From an optimization exercise on the open Yosys and OpenROAD flow, aimed at small area; shortcuts taken in it are not production practice. At most, simulation tests tie the RTL to the original design; equivalence was not proved. Power is estimated from default activity; no workload was simulated.

==> inputs of cedar <==
==> flow/design.v (excerpt) <==
module range_gen_2d (
  input  logic         clk,
  input  logic         reset,
  input  logic         start,
  input  logic [W-1:0] x_tag,
  input  logic [W-1:0] y_tag,
  input  logic [W-1:0] x0,
  input  logic [W-1:0] x1,
  input  logic [W-1:0] x2,
  input  logic [W-1:0] x3,
  input  logic [W-1:0] y0,
  input  logic [W-1:0] y1,
  input  logic [W-1:0] y2,
  input  logic [W-1:0] y3,
  output logic         busy,
  output logic         done,
  output logic [W-1:0] r0,
  output logic [W-1:0] r1,
  output logic [W-1:0] r2,
  output logic [W-1:0] r3,
  output logic [3:0]   ovf
);
Settings: LEC_CHECK=0, CAP_MARGIN=20, CORE_MARGIN=2, CORE_UTILIZATION=40, SLEW_MARGIN=20; clock period 13.0 ns.
standard.sh (not shown) runs the stock make flow with config.mk's settings and CLKGATE_MAP_FILE= SYNTH_SCRIPT=/design/flow/synth_recipe.tcl, a recipe that flattens the netlist after the stock synthesis.
==> flow/flow/run.sh <==
#!/bin/bash
# Standard layout, with small port buffers and a clock tree of small buffers.
set -euo pipefail
export BUFFER_PORTS_ARGS="-buffer_cell sky130_fd_sc_hd__buf_1"
export CTS_BUF_LIST="sky130_fd_sc_hd__clkbuf_8"
export CTS_CLUSTER_SIZE=16
export CTS_CLUSTER_DIAMETER=50
export RECOVER_POWER=100
bash standard.sh > standard.log 2>&1
==> garnet: changes against cedar <==
--- a/flow/design.v
+++ b/flow/design.v
@@ -56,29 +56,30 @@
   output logic [W-1:0] r2,
   output logic [W-1:0] r3,
   output logic [3:0]   ovf
 );
   logic       busy_q, done_q;
   logic [6:0] cnt_q;             
   logic [3:0] step;
   logic [2:0] win;
-  logic       accept, first, last, fin;
+  logic       accept, idle, first, last, fin;
   logic [63:0] xr_q, yr_q;       
   logic [15:0] tx_q, ty_q;       
   logic [32:0] q_q;              
   logic        sx_q, sy_q;       
   logic        cx_q, cy_q;       
   logic        bx_q, by_q;       
   logic [3:0]  ovf_sh;           
   logic [3:0][W-1:0] r_q;
   logic [3:0]  ovf_q;
   assign step   = cnt_q[3:0];
   assign win    = cnt_q[6:4];
   assign accept = start & ~busy_q;
+  assign idle   = ~busy_q;           
   assign first  = (step == 4'd0);
   assign last   = (step == 4'd15);
   assign fin    = busy_q & (cnt_q == 7'd79);    
   logic [15:0] mask;
   always_comb begin
     for (int k = 0; k < 16; k++) mask[k] = ({28'b0, step} + k) >= 16;
   end
   function automatic logic maj(input logic a, input logic b, input logic c);
@@ -138,17 +139,17 @@
   logic [32:0] q_d;
   always_comb begin
     if (last) begin
       q_d[32] = 1'b0;
       for (int p = 0; p < 16; p++) q_d[2*p +: 2] = sum[30 - 2*p +: 2];
     end else begin
       q_d = sum;
     end
-    if (accept) q_d[32:30] = {1'b0, dxb0 & dyb0, dxb0 ^ dyb0};
+    if (idle) q_d[32:30] = {1'b0, dxb0 & dyb0, dxb0 ^ dyb0};
   end
   logic [15:0] qroot;
   logic        rbit, rb;
   always_comb begin
     for (int m = 0; m < 16; m++) qroot[m] = xr_q[47 - m] & mask[15 - m];
   end
   isqrt_seq u_isqrt (
     .clk   (clk),
@@ -160,18 +161,24 @@
   assign rb = rbit | ovf_sh[0];
   logic [63:0] xr_n, yr_n;
   always_comb begin
     xr_n     = {dxb, xr_q[63:1]};
     if (win == 3'd4) xr_n[63] = xr_q[0];
     if (win != 3'd0) xr_n[47] = rb;
     yr_n     = {dyb, yr_q[63:1]};
   end
+  logic [7:0] cinc;
+  always_comb begin
+    cinc[0] = 1'b1;
+    for (int k = 0; k < 7; k++) cinc[k+1] = cinc[k] & cnt_q[k];
+  end
   always_ff @(posedge clk) begin
-    if (accept) begin
+    cnt_q <= idle ? 7'd1 : (cnt_q ^ cinc[6:0]);
+    if (idle) begin
       xr_q <= {dxb0, x3, x2, x1, x0[15:1]};
       yr_q <= {dyb0, y3, y2, y1, y0[15:1]};
       tx_q <= {x_tag[0], x_tag[15:1]};
       ty_q <= {y_tag[0], y_tag[15:1]};
       sx_q <= sx0;
       sy_q <= sy0;
       bx_q <= ~(x_tag[0] ^ sx0) & (x0[0] ^ sx0);
       by_q <= ~(y_tag[0] ^ sy0) & (y0[0] ^ sy0);
@@ -193,28 +200,22 @@
     end
     q_q  <= q_d;
     if (last) ovf_sh <= {ovf_sh[2:0], sum[32]};
   end
   always_ff @(posedge clk or negedge reset) begin
     if (!reset) begin
       busy_q <= 1'b0;
       done_q <= 1'b0;
-      cnt_q  <= '0;
       r_q    <= '0;
       ovf_q  <= '0;
     end else begin
       done_q <= fin;
-      if (accept) begin
-        busy_q <= 1'b1;
-        cnt_q  <= 7'd1;
-      end else if (busy_q) begin
-        cnt_q  <= cnt_q + 7'd1;
-        if (fin) busy_q <= 1'b0;
-      end
+      if (accept)   busy_q <= 1'b1;
+      else if (fin) busy_q <= 1'b0;
       if (fin) begin
         for (int m = 0; m < 16; m++) begin
           r_q[0][m] <= xr_n[63 - m];
           r_q[1][m] <= xr_n[15 - m];
           r_q[2][m] <= xr_n[31 - m];
           r_q[3][m] <= xr_n[47 - m];
         end
         ovf_q <= {ovf_sh[0], ovf_sh[1], ovf_sh[2], ovf_sh[3]};
==> flow/flow/run.sh (replaced) <==
#!/bin/bash
# Standard layout with three changes to how it is made:
#  - synthesis maps logic with an area-oriented ABC script (flow/abc_area.script)
#    in place of ORFS's speed script; everything else in synthesis is unchanged;
#  - ports are buffered with the smallest buffer (buf_1);
#  - the clock tree uses small buffers and no dummy loads.
set -euo pipefail
here=$(pwd)
rm -rf "$here/scripts_local"
cp -r "$FLOW_HOME/scripts" "$here/scripts_local"
cp "$here/flow/abc_area.script" "$here/scripts_local/abc_speed.script"
export SCRIPTS_DIR="$here/scripts_local"
export BUFFER_PORTS_ARGS="-buffer_cell sky130_fd_sc_hd__buf_1"
export CTS_ARGS="-sink_clustering_enable -repair_clock_nets -buf_list sky130_fd_sc_hd__clkbuf_4 -sink_clustering_size 10 -sink_clustering_max_diameter 40 -dont_use_dummy_load"
bash standard.sh > standard.log 2>&1
==> flow/flow/abc_area.script (new file) <==
strash
dc2
dch
amap
==> fjord: changes against cedar <==
--- a/flow/design.v
+++ b/flow/design.v
@@ -11,28 +11,28 @@
   input  logic [1:0]    pair,
   input  logic [W-1:0]  q,
   output logic          bit_o
 );
   logic [REM_W-1:0] rem_q;
   logic [REM_W+1:0] rem_sh;
   logic [REM_W+2:0] diff;
   logic [REM_W-1:0] rem_d;
-  logic [REM_W+1:0] sub;
-  logic [REM_W+2:0] bw;
+  logic [REM_W+1:0] nsub;
+  logic [REM_W+2:0] cy;
   always_comb begin
     rem_sh = {rem_q, pair};
-    sub    = {1'b0, q, 2'b01};
-    bw[0]  = 1'b0;
+    nsub   = ~{1'b0, q, 2'b01};
+    cy[0]  = 1'b1;
     for (int k = 0; k < REM_W + 2; k++) begin
-      diff[k]  = rem_sh[k] ^ sub[k] ^ bw[k];
-      bw[k+1]  = (~rem_sh[k] & sub[k]) | (~rem_sh[k] & bw[k]) | (sub[k] & bw[k]);
-    end
-    diff[REM_W+2] = bw[REM_W+2];
-    bit_o  = ~bw[REM_W+2];
+      diff[k]  = rem_sh[k] ^ nsub[k] ^ cy[k];
+      cy[k+1]  = (rem_sh[k] & nsub[k]) | (rem_sh[k] & cy[k]) | (nsub[k] & cy[k]);
+    end
+    diff[REM_W+2] = ~cy[REM_W+2];
+    bit_o  = cy[REM_W+2];
     rem_d  = bit_o ? diff[REM_W-1:0] : rem_sh[REM_W-1:0];
   end
   always_ff @(posedge clk) begin
     rem_q <= clr ? '0 : rem_d;
   end
 endmodule
 import range_gen_pkg::*;
 module range_gen_2d (
@@ -56,29 +56,30 @@
   output logic [W-1:0] r2,
   output logic [W-1:0] r3,
   output logic [3:0]   ovf
 );
   logic       busy_q, done_q;
   logic [6:0] cnt_q;             
   logic [3:0] step;
   logic [2:0] win;
-  logic       accept, first, last, fin;
+  logic       accept, idle, first, last, fin;
   logic [63:0] xr_q, yr_q;       
   logic [15:0] tx_q, ty_q;       
   logic [32:0] q_q;              
   logic        sx_q, sy_q;       
   logic        cx_q, cy_q;       
   logic        bx_q, by_q;       
   logic [3:0]  ovf_sh;           
   logic [3:0][W-1:0] r_q;
   logic [3:0]  ovf_q;
   assign step   = cnt_q[3:0];
   assign win    = cnt_q[6:4];
   assign accept = start & ~busy_q;
+  assign idle   = ~busy_q;           
   assign first  = (step == 4'd0);
   assign last   = (step == 4'd15);
   assign fin    = busy_q & (cnt_q == 7'd79);    
   logic [15:0] mask;
   always_comb begin
     for (int k = 0; k < 16; k++) mask[k] = ({28'b0, step} + k) >= 16;
   end
   function automatic logic maj(input logic a, input logic b, input logic c);
@@ -138,17 +139,17 @@
   logic [32:0] q_d;
   always_comb begin
     if (last) begin
       q_d[32] = 1'b0;
       for (int p = 0; p < 16; p++) q_d[2*p +: 2] = sum[30 - 2*p +: 2];
     end else begin
       q_d = sum;
     end
-    if (accept) q_d[32:30] = {1'b0, dxb0 & dyb0, dxb0 ^ dyb0};
+    if (idle) q_d[32:30] = {1'b0, dxb0 & dyb0, dxb0 ^ dyb0};
   end
   logic [15:0] qroot;
   logic        rbit, rb;
   always_comb begin
     for (int m = 0; m < 16; m++) qroot[m] = xr_q[47 - m] & mask[15 - m];
   end
   isqrt_seq u_isqrt (
     .clk   (clk),
@@ -160,18 +161,24 @@
   assign rb = rbit | ovf_sh[0];
   logic [63:0] xr_n, yr_n;
   always_comb begin
     xr_n     = {dxb, xr_q[63:1]};
     if (win == 3'd4) xr_n[63] = xr_q[0];
     if (win != 3'd0) xr_n[47] = rb;
     yr_n     = {dyb, yr_q[63:1]};
   end
+  logic [7:0] cinc;
+  always_comb begin
+    cinc[0] = 1'b1;
+    for (int k = 0; k < 7; k++) cinc[k+1] = cinc[k] & cnt_q[k];
+  end
   always_ff @(posedge clk) begin
-    if (accept) begin
+    cnt_q <= idle ? 7'd1 : (cnt_q ^ cinc[6:0]);
+    if (idle) begin
       xr_q <= {dxb0, x3, x2, x1, x0[15:1]};
       yr_q <= {dyb0, y3, y2, y1, y0[15:1]};
       tx_q <= {x_tag[0], x_tag[15:1]};
       ty_q <= {y_tag[0], y_tag[15:1]};
       sx_q <= sx0;
       sy_q <= sy0;
       bx_q <= ~(x_tag[0] ^ sx0) & (x0[0] ^ sx0);
       by_q <= ~(y_tag[0] ^ sy0) & (y0[0] ^ sy0);
@@ -193,28 +200,22 @@
     end
     q_q  <= q_d;
     if (last) ovf_sh <= {ovf_sh[2:0], sum[32]};
   end
   always_ff @(posedge clk or negedge reset) begin
     if (!reset) begin
       busy_q <= 1'b0;
       done_q <= 1'b0;
-      cnt_q  <= '0;
       r_q    <= '0;
       ovf_q  <= '0;
     end else begin
       done_q <= fin;
-      if (accept) begin
-        busy_q <= 1'b1;
-        cnt_q  <= 7'd1;
-      end else if (busy_q) begin
-        cnt_q  <= cnt_q + 7'd1;
-        if (fin) busy_q <= 1'b0;
-      end
+      if (accept)   busy_q <= 1'b1;
+      else if (fin) busy_q <= 1'b0;
       if (fin) begin
         for (int m = 0; m < 16; m++) begin
           r_q[0][m] <= xr_n[63 - m];
           r_q[1][m] <= xr_n[15 - m];
           r_q[2][m] <= xr_n[31 - m];
           r_q[3][m] <= xr_n[47 - m];
         end
         ovf_q <= {ovf_sh[0], ovf_sh[1], ovf_sh[2], ovf_sh[3]};
==> flow/flow/run.sh (replaced) <==
#!/bin/bash
# Standard layout with three changes to how it is made:
#  - synthesis maps logic with an area-oriented ABC script (flow/abc_area.script)
#    in place of ORFS's speed script; everything else in synthesis is unchanged;
#  - ports are buffered with the smallest buffer (buf_1);
#  - the clock tree uses small buffers and no dummy loads.
set -euo pipefail
here=$(pwd)
rm -rf "$here/scripts_local"
cp -r "$FLOW_HOME/scripts" "$here/scripts_local"
cp "$here/flow/abc_area.script" "$here/scripts_local/abc_speed.script"
export SCRIPTS_DIR="$here/scripts_local"
export BUFFER_PORTS_ARGS="-buffer_cell sky130_fd_sc_hd__buf_1"
export CTS_ARGS="-sink_clustering_enable -repair_clock_nets -buf_list sky130_fd_sc_hd__clkbuf_4 -sink_clustering_size 12 -sink_clustering_max_diameter 25 -dont_use_dummy_load"
bash standard.sh > standard.log 2>&1
==> flow/flow/abc_area.script (new file) <==
strash
dc2
dch
amap
==> run notes <==
metric	garnet	cedar	fjord
Share of power burned in combinational logic	0.426	0.379	0.405
Count of non-filler cells in the finished layout	1633	1966	1688
Synthesized netlist cell count	970	1331	977
Worst path buffer plus inverter count	2	0	7
Gr usage total	0.183	0.182	0.184
Most common cell in the synthesized netlist	sky130_fd_sc_hd__dfxtp_1	sky130_fd_sc_hd__nand2_1	sky130_fd_sc_hd__dfxtp_1
Run status	complete, no violations	failed layout checks	complete, no violations
Reasons for failing layout checks	-	capacitance limit, slew limit	-
Post-synthesis cell area	0.0112 sq mm	0.0123 sq mm	0.0113 sq mm
Startpoint of the worst setup timing path	cnt_q[3]$_SDFF_PN0_	cnt_q[3]$_DFFE_PN0P_	cnt_q[3]$_SDFF_PN0_
Core outline area	0.0277 sq mm	0.0303 sq mm	0.0277 sq mm
Synth Net Count	1190	1547	1197
Number of antenna violations at the first check in global routing	2	5	2
Number of logic stages on the critical path including buffering	21	21	30
Maximum number of pins on one net before global-route repair	108	104	99
Areal power density over the cells	276 mW/mm^2	267 mW/mm^2	283 mW/mm^2
Synth async-reset ratio	0.236	0.259	0.236
Initial core utilization	0.406	0.404	0.406
Only the layout flow was run in fjord; the RTL was not checked for function there.

static timing again, ports no longer ideal:
Ports are ideal in the flow. The routed layouts listed here were re-timed in OpenROAD.
Step 1 assumes that a clkbuf_16 drives the clock port and a buf_2 every other input.
Step 2 moves the port delays by t, midway between the first and last clock arrival at a register: inputs arrive t later, outputs are due t later. That takes back most of the time a late clock gives input paths.
a / b / c = ideal / step 1 / step 2; a / b = the first two.
run	t, ns	slack for setup (ns)	latest minus earliest clock arrival (ns)	cell pins on the clock port's net
cedar	0.579	4.358 / 4.358 / 4.358	0.031 / 0.032	1
garnet	0.671	4.183 / 4.183 / 4.183	0.062 / 0.062	1
fjord	0.684	4.282 / 4.282 / 4.282	0.083 / 0.083	1
